This is an optimization exercise on Yosys and OpenROAD, whose aim is small area, a short achievable clock period and few clock cycles per item, not a production implementation. Function was checked by simulation only, so behaviour that the tests miss may differ from the original.

==> xenon: inputs <==
Design clyde_top, start of the top module:
module clyde_top (
    input  logic         clk,
    input  logic         arst_n,
    input  logic         start,
    input  logic [127:0] data_in,
    input  logic [127:0] key,
    input  logic [127:0] tweak,
    output logic [127:0] data_out,
    output logic         busy,
    output logic         done
);
==> module clyde_sbox_layer, before the edit <==
module clyde_sbox_layer (
    input  logic [127:0] state_in,
    output logic [127:0] state_out
);
    for (genvar c = 0; c < 32; c++) begin : g_col
        clyde_sbox_col u_col (
            .x ({state_in[96+c], state_in[64+c], state_in[32+c], state_in[c]}),
            .y ({state_out[96+c], state_out[64+c], state_out[32+c], state_out[c]})
        );
    end
endmodule
==> module clyde_datapath, before the edit <==
module clyde_datapath (
    input  logic         clk,
    input  logic [127:0] data_in,
    input  logic [127:0] key,
    input  logic [127:0] tweak,
    input  logic         busy,
    input  logic         idle,
    input  logic         cmd_load,
    input  logic [3:0]   w_even,
    input  logic [3:0]   w_odd,
    output logic [127:0] data_out
);
    logic [127:0] state_q;
    logic [127:0] state_d;
    logic [127:0] sbox_a, lbox_a, sbox_b;
    logic [31:0]  x_new0, x_new1;
    logic [127:0] sel_d;
    logic [127:0] part_d;
    logic [63:0]  y_mix;
    logic [127:0] tk_value;
    clyde_sbox_layer u_sbox_a (.state_in(state_q), .state_out(sbox_a));
    clyde_lbox_layer u_lbox_a (.state_in(sbox_a), .w_value(w_even), .state_out(lbox_a));
    clyde_sbox_layer u_sbox_b (.state_in(lbox_a), .state_out(sbox_b));
    clyde_lbox_x     u_lbox_b (.state_in(sbox_b), .x_new0(x_new0), .x_new1(x_new1));
    clyde_tweakey u_tweakey (
        .clk      (clk),
        .busy     (busy),
        .idle     (idle),
        .w_value  (w_odd),
        .tweak    (tweak),
        .key      (key),
        .tk_value (tk_value)
    );
    assign sel_d  = {sbox_b[127:96], x_new1, sbox_b[63:32], x_new0};
    assign part_d = (({128{busy}} & sel_d) | ({128{idle}} & data_in)) ^ tk_value;
    assign y_mix = {x_new1[2:0], x_new1[31:3], x_new0[2:0], x_new0[31:3]};
    assign state_d[31:0]   = part_d[31:0];
    assign state_d[95:64]  = part_d[95:64];
    for (genvar i = 0; i < 32; i++) begin : g_ymix
        clyde_andxor u_y0 (.a(busy), .b(y_mix[i]),    .c(part_d[32+i]), .y(state_d[32+i]));
        clyde_andxor u_y1 (.a(busy), .b(y_mix[32+i]), .c(part_d[96+i]), .y(state_d[96+i]));
    end
    always_ff @(posedge clk) begin
        if (busy | cmd_load) begin
            state_q <= state_d;
        end
    end
    assign data_out = state_q;
endmodule
==> module clyde_ctrl, before the edit <==
module clyde_ctrl (
    input  logic       clk,
    input  logic       arst_n,
    input  logic       start,
    output logic       busy,
    output logic       idle,
    output logic       done,
    output logic       cmd_load,
    output logic [3:0] w_even,
    output logic [3:0] w_odd
);
    localparam logic [3:0] W_INIT = 4'b0001;
    localparam logic [3:0] W_LAST = 4'b1100;
    logic [3:0] w_q;
    logic       last_step;
    logic [3:0] w_after;
    assign w_even    = w_q;
    assign w_odd     = {w_q[2:0], w_q[3] ^ w_q[0]};
    assign w_after   = {w_odd[2:0], w_odd[3] ^ w_odd[0]};
    assign idle      = ~busy;
    assign cmd_load  = start & idle;
    assign last_step = (w_q == W_LAST);
    always_ff @(posedge clk) begin
        w_q <= busy ? w_after : W_INIT;
    end
    always_ff @(posedge clk or negedge arst_n) begin
        if (!arst_n) begin
            busy <= 1'b0;
            done <= 1'b0;
        end else begin
            done <= busy & last_step;
            busy <= cmd_load | (busy & ~last_step);
        end
    end
endmodule
==> module clyde_andxor, before the edit <==
module clyde_andxor (
    input  logic a,
    input  logic b,
    input  logic c,
    output logic y
);
    assign y = (a & b) ^ c;
endmodule
==> module clyde_sbox_col, before the edit <==
module clyde_sbox_col (
    input  logic [3:0] x,
    output logic [3:0] y
);
    clyde_andxor u_y1 (.a(x[0]), .b(x[1]), .c(x[2]), .y(y[1]));
    clyde_andxor u_y0 (.a(x[3]), .b(x[0]), .c(x[1]), .y(y[0]));
    clyde_andxor u_y3 (.a(y[1]), .b(x[3]), .c(x[0]), .y(y[3]));
    clyde_andxor u_y2 (.a(y[0]), .b(y[1]), .c(x[3]), .y(y[2]));
endmodule
==> module clyde_lbox_x, before the edit <==
module clyde_lbox_x (
    input  logic [127:0] state_in,
    output logic [31:0]  x_new0,
    output logic [31:0]  x_new1
);
    localparam int LB_ROT_A = 12;
    logic [31:0] r0, r1, r2, r3;
    assign r0 = state_in[31:0];
    assign r1 = state_in[63:32];
    assign r2 = state_in[95:64];
    assign r3 = state_in[127:96];
    assign x_new0 = r0 ^ {r1[LB_ROT_A-1:0], r1[31:LB_ROT_A]};
    assign x_new1 = r2 ^ {r3[LB_ROT_A-1:0], r3[31:LB_ROT_A]};
endmodule
==> module clyde_tweakey, before the edit <==
module clyde_tweakey (
    input  logic         clk,
    input  logic         busy,
    input  logic         idle,
    input  logic [3:0]   w_value,
    input  logic [127:0] tweak,
    input  logic [127:0] key,
    output logic [127:0] tk_value
);
    logic [127:0] tweak_q;
    logic [127:0] tweak_d;
    assign tweak_d = ({128{busy}} & {tweak_q[63:0], tweak_q[63:0] ^ tweak_q[127:64]})
                   | ({128{idle}} & tweak);
    always_ff @(posedge clk) begin
        tweak_q <= tweak_d;
    end
    assign tk_value = key ^ tweak_d ^ {{31'd0, busy & w_value[3]}, {31'd0, busy & w_value[2]},
                                       {31'd0, busy & w_value[1]}, {31'd0, busy & w_value[0]}};
endmodule
==> module clyde_top, before the edit <==
module clyde_top (
    input  logic         clk,
    input  logic         arst_n,
    input  logic         start,
    input  logic [127:0] data_in,
    input  logic [127:0] key,
    input  logic [127:0] tweak,
    output logic [127:0] data_out,
    output logic         busy,
    output logic         done
);
    logic       cmd_load;
    logic       idle;
    logic [3:0] w_even;
    logic [3:0] w_odd;
    clyde_ctrl u_ctrl (
        .clk      (clk),
        .arst_n   (arst_n),
        .start    (start),
        .busy     (busy),
        .idle     (idle),
        .done     (done),
        .cmd_load (cmd_load),
        .w_even   (w_even),
        .w_odd    (w_odd)
    );
    clyde_datapath u_datapath (
        .clk      (clk),
        .data_in  (data_in),
        .key      (key),
        .tweak    (tweak),
        .busy     (busy),
        .idle     (idle),
        .cmd_load (cmd_load),
        .w_even   (w_even),
        .w_odd    (w_odd),
        .data_out (data_out)
    );
endmodule
clock: 6.0 ns
lec_check: 0
cap_margin: 20
core_margin: 2
core_utilization: 50
setup_slack_margin: 2.5
slew_margin: 20
synth_hierarchical: 1
standard.sh (not shown) runs the stock make flow with config.mk's settings and CLKGATE_MAP_FILE= SYNTH_SCRIPT=/design/flow/synth_recipe.tcl, a recipe that flattens the netlist after the stock synthesis.
==> flow/flow/run.sh <==
#!/bin/bash
# Standard layout, with plain buf_1 cells as the port buffers in place of the
# delay buffers buffer_ports picks by default (every port still gets a
# buffer), and a clock tree built from mid-size clock buffers without
# dummy loads.
set -euo pipefail
export BUFFER_PORTS_ARGS="-buffer_cell sky130_fd_sc_hd__buf_1"
export CTS_ARGS="-sink_clustering_enable -repair_clock_nets -dont_use_dummy_load -buf_list {sky130_fd_sc_hd__clkbuf_4 sky130_fd_sc_hd__clkbuf_8}"
bash standard.sh > standard_flow.log 2>&1
==> inputs of quartz, as changes to xenon <==
--- a/flow/design.v
+++ b/flow/design.v
@@ -56,13 +56,35 @@
     clyde_andxor u_y2 (.a(y[0]), .b(y[1]), .c(x[3]), .y(y[2]));
 endmodule
-module clyde_sbox_layer (
+module clyde_sbox_col_late (
+    input  logic [3:0] x,
+    output logic [3:0] y
+);
+    logic n01;
+    logic m11;
+    clyde_andxor u_y1 (.a(x[0]), .b(x[1]), .c(x[2]), .y(y[1]));
+    clyde_andxor u_y0 (.a(x[3]), .b(x[0]), .c(x[1]), .y(y[0]));
+    clyde_andxor u_y3 (.a(y[1]), .b(x[3]), .c(x[0]), .y(y[3]));
+    assign n01 = ~(x[0] & y[1]);
+    assign m11 = x[1] & y[1];
+    clyde_andxor u_y2 (.a(x[3]), .b(n01), .c(m11), .y(y[2]));
+endmodule
+module clyde_sbox_layer #(
+    parameter bit LATE_X3 = 1'b0
+) (
     input  logic [127:0] state_in,
     output logic [127:0] state_out
 );
     for (genvar c = 0; c < 32; c++) begin : g_col
-        clyde_sbox_col u_col (
-            .x ({state_in[96+c], state_in[64+c], state_in[32+c], state_in[c]}),
-            .y ({state_out[96+c], state_out[64+c], state_out[32+c], state_out[c]})
-        );
+        if (LATE_X3) begin : g_late
+            clyde_sbox_col_late u_col (
+                .x ({state_in[96+c], state_in[64+c], state_in[32+c], state_in[c]}),
+                .y ({state_out[96+c], state_out[64+c], state_out[32+c], state_out[c]})
+            );
+        end else begin : g_std
+            clyde_sbox_col u_col (
+                .x ({state_in[96+c], state_in[64+c], state_in[32+c], state_in[c]}),
+                .y ({state_out[96+c], state_out[64+c], state_out[32+c], state_out[c]})
+            );
+        end
     end
 endmodule
@@ -155,5 +177,5 @@
     clyde_sbox_layer u_sbox_a (.state_in(state_q), .state_out(sbox_a));
     clyde_lbox_layer u_lbox_a (.state_in(sbox_a), .w_value(w_even), .state_out(lbox_a));
-    clyde_sbox_layer u_sbox_b (.state_in(lbox_a), .state_out(sbox_b));
+    clyde_sbox_layer #(.LATE_X3(1'b1)) u_sbox_b (.state_in(lbox_a), .state_out(sbox_b));
     clyde_lbox_x     u_lbox_b (.state_in(sbox_b), .x_new0(x_new0), .x_new1(x_new1));
     clyde_tweakey u_tweakey (
SETUP_SLACK_MARGIN = 2.7   (was 2.5)
==> inputs of amber, as changes to xenon <==
==> flow/design.v (replaced) <==
`timescale 1ns/1ps
`default_nettype none
module clyde_ctrl (
    input  logic       clk,
    input  logic       arst_n,
    input  logic       start,
    output logic       busy,
    output logic       done,
    output logic       cmd_load,
    output logic [3:0] w_even,
    output logic [3:0] w_odd
);
    localparam logic [3:0] W_INIT = 4'b0001;
    localparam logic [3:0] W_LAST = 4'b1100;
    logic [3:0] w_q;
    logic       last_step;
    logic [3:0] w_after;
    assign w_even    = w_q;
    assign w_odd     = {w_q[2:0], w_q[3] ^ w_q[0]};
    assign w_after   = {w_odd[2:0], w_odd[3] ^ w_odd[0]};
    assign cmd_load  = start & ~busy;
    assign last_step = (w_q == W_LAST);
    always_ff @(posedge clk) begin
        w_q <= busy ? w_after : W_INIT;
    end
    always_ff @(posedge clk or negedge arst_n) begin
        if (!arst_n) begin
            busy <= 1'b0;
            done <= 1'b0;
        end else begin
            done <= busy & last_step;
            busy <= cmd_load | (busy & ~last_step);
        end
    end
endmodule
`default_nettype wire
`timescale 1ns/1ps
`default_nettype none
module clyde_sbox_layer (
    input  logic [127:0] state_in,
    output logic [127:0] state_out
);
    logic [31:0] x0, x1, x2, x3;
    logic [31:0] y0, y1, y2, y3;
    assign x0 = state_in[31:0];
    assign x1 = state_in[63:32];
    assign x2 = state_in[95:64];
    assign x3 = state_in[127:96];
    assign y1 = (x0 & x1) ^ x2;
    assign y0 = (x3 & x0) ^ x1;
    assign y3 = (y1 & x3) ^ x0;
    assign y2 = (y0 & y1) ^ x3;
    assign state_out = {y3, y2, y1, y0};
endmodule
`default_nettype wire
`timescale 1ns/1ps
`default_nettype none
module clyde_lbox_layer (
    input  logic [127:0] state_in,
    input  logic [3:0]   w_value,
    output logic [127:0] state_out
);
    localparam int LB_ROT_A = 12;
    localparam int LB_ROT_B = 3;
    logic [31:0] r0, r1, r2, r3;
    logic [31:0] x_new0, y_new0, x_new1, y_new1;
    assign r0 = state_in[31:0];
    assign r1 = state_in[63:32];
    assign r2 = state_in[95:64];
    assign r3 = state_in[127:96];
    assign x_new0 = r0 ^ {r1[LB_ROT_A-1:0], r1[31:LB_ROT_A]};
    assign x_new1 = r2 ^ {r3[LB_ROT_A-1:0], r3[31:LB_ROT_A]};
    assign y_new0 = r1 ^ {x_new0[LB_ROT_B-1:0], x_new0[31:LB_ROT_B]};
    assign y_new1 = r3 ^ {x_new1[LB_ROT_B-1:0], x_new1[31:LB_ROT_B]};
    assign state_out = {y_new1[31:1], y_new1[0] ^ w_value[3],
                        x_new1[31:1], x_new1[0] ^ w_value[2],
                        y_new0[31:1], y_new0[0] ^ w_value[1],
                        x_new0[31:1], x_new0[0] ^ w_value[0]};
endmodule
`default_nettype wire
`timescale 1ns/1ps
`default_nettype none
module clyde_tweakey (
    input  logic         clk,
    input  logic         busy,
    input  logic [127:0] tweak,
    input  logic [127:0] key,
    output logic [127:0] tk_value
);
    logic [127:0] tweak_q;
    logic [127:0] tweak_d;
    assign tweak_d = busy ? {tweak_q[63:0], tweak_q[63:0] ^ tweak_q[127:64]} : tweak;
    always_ff @(posedge clk) begin
        tweak_q <= tweak_d;
    end
    assign tk_value = key ^ tweak_d;
endmodule
`default_nettype wire
`timescale 1ns/1ps
`default_nettype none
module clyde_datapath (
    input  logic         clk,
    input  logic [127:0] data_in,
    input  logic [127:0] key,
    input  logic [127:0] tweak,
    input  logic         busy,
    input  logic         cmd_load,
    input  logic [3:0]   w_even,
    input  logic [3:0]   w_odd,
    output logic [127:0] data_out
);
    logic [127:0] state_q;
    logic [127:0] state_d;
    logic [127:0] sbox_a, lbox_a, sbox_b, lbox_b;
    logic [127:0] tk_value;
    clyde_sbox_layer u_sbox_a (.state_in(state_q), .state_out(sbox_a));
    clyde_lbox_layer u_lbox_a (.state_in(sbox_a), .w_value(w_even), .state_out(lbox_a));
    clyde_sbox_layer u_sbox_b (.state_in(lbox_a), .state_out(sbox_b));
    clyde_lbox_layer u_lbox_b (.state_in(sbox_b), .w_value(w_odd), .state_out(lbox_b));
    clyde_tweakey u_tweakey (
        .clk      (clk),
        .busy     (busy),
        .tweak    (tweak),
        .key      (key),
        .tk_value (tk_value)
    );
    always_comb begin
        if (busy)          state_d = lbox_b ^ tk_value;
        else if (cmd_load) state_d = data_in ^ tk_value;
        else               state_d = state_q;
    end
    always_ff @(posedge clk) begin
        state_q <= state_d;
    end
    assign data_out = state_q;
endmodule
`default_nettype wire
`timescale 1ns/1ps
`default_nettype none
module clyde_top (
    input  logic         clk,
    input  logic         arst_n,
    input  logic         start,
    input  logic [127:0] data_in,
    input  logic [127:0] key,
    input  logic [127:0] tweak,
    output logic [127:0] data_out,
    output logic         busy,
    output logic         done
);
    logic       cmd_load;
    logic [3:0] w_even;
    logic [3:0] w_odd;
    clyde_ctrl u_ctrl (
        .clk      (clk),
        .arst_n   (arst_n),
        .start    (start),
        .busy     (busy),
        .done     (done),
        .cmd_load (cmd_load),
        .w_even   (w_even),
        .w_odd    (w_odd)
    );
    clyde_datapath u_datapath (
        .clk      (clk),
        .data_in  (data_in),
        .key      (key),
        .tweak    (tweak),
        .busy     (busy),
        .cmd_load (cmd_load),
        .w_even   (w_even),
        .w_odd    (w_odd),
        .data_out (data_out)
    );
endmodule
`default_nettype wire
==> flow/run.sh (new file) <==
#!/bin/bash
# synth_recipe.tcl (not shown) runs the flow's synth.tcl, then flattens the netlist and writes it again
# the make line also repeats each setting of config.mk as NAME=value (left out here)
make -C /OpenROAD-flow-scripts/flow DESIGN_CONFIG=/design/flow/config.mk WORK_HOME=/design/flow/orfs CLKGATE_MAP_FILE= SYNTH_SCRIPT=/design/flow/synth_recipe.tcl finish
CORE_UTILIZATION = 40   (was 50)
SETUP_SLACK_MARGIN = default   (was 2.5)
SYNTH_HIERARCHICAL = default   (was 1)
removed: flow/flow/run.sh
removed: flow/standard.sh
==> results.txt <==
| metric | quartz | amber | xenon |
|---|---|---|---|
| Global routing met1 resource utilization | 0.395 | 0.300 | 0.395 |
| Inserted Clock Buffers | 48 | 31 | 48 |
| Normalized max-slew margin | 0.413 | 0.311 | 0.406 |
| Violation count after the first detailed-routing iteration | 1095 | 961 | 800 |
| Fillcell total | 2843 | 4862 | 3018 |
| Sequential fraction of total cell area | 0.270 | 0.230 | 0.288 |
| Total global-route track usage | 0.309 | 0.241 | 0.312 |
| Latest clock arrival within the worst-skew pair | 0.62 ns | 0.60 ns | 0.62 ns |
| Run status | finished clean | finished clean | finished clean |
| Simple-gate area share of the yosys netlist | 0.0881 | 0.116 | 0.0716 |
| Final period util | 0.550 | 0.665 | 0.576 |
| Worst slack on hold paths | 0.357 ns | 0.539 ns | 0.370 ns |
| Pin slew with the least headroom to its limit | 0.881 ns | 1.03 ns | 0.890 ns |
| Post-synthesis compound-gate area fraction | 0.116 | 0.124 | 0.119 |
| Number of non-clock buffers in the layout | 611 | 525 | 567 |
| HPWL reported at the end of detailed placement | 46.2 mm | 55.9 mm | 47.1 mm |
| Placeable core region | 35600 um^2 | 53500 um^2 | 35300 um^2 |
| Non-clock buffer contribution to total cell area | 0.114 | 0.185 | 0.105 |
| Met2 routed WL | 31.0 mm | 33.8 mm | 29.3 mm |
| Post-Synth Adder-Cell Area | 0 | 0.00790 | 0 |
| Unrepaired setup endpoints after global routing | true | false | true |
Testbench counts of xenon, summed over its fixed seeds: cycles 1,800, blocks 256.
Testbench counts of quartz, summed over its fixed seeds: cycles 1,800, blocks 256.
Testbench counts of amber, summed over its fixed seeds: cycles 1,800, blocks 256.

## static timing again, ports no longer ideal
The results above use ideal ports. As a check the final layouts listed here were re-extracted and re-timed, cells and wires unchanged. Step 1 sets driving cells, clkbuf_16 on the clock port and buf_2 on the other inputs (assumed; they add their load-dependent delay and slew). Step 2 times the ports against the registers' clock, not the clock port: input delays grow and output delays shrink by t, the midpoint of the rising clock arrivals with the driver on. a / b / c = no drivers / after step 1 / after step 2; a / b = the first two.
| run | t (ns) | setup WS [ns] | worst setup path after step 2 | latest minus earliest clock arrival (ns) |
|---|---|---|---|---|
| xenon | 0.651 | 2.546 / 2.546 / 2.546 | register to register | 0.045 / 0.045 |
| quartz | 0.665 | 2.702 / 2.702 / 2.702 | register to register | 0.018 / 0.018 |
| amber | 0.645 | 2.010 / 2.010 / 2.010 | register to register | 0.015 / 0.015 |
After both steps every run listed still meets setup and hold.
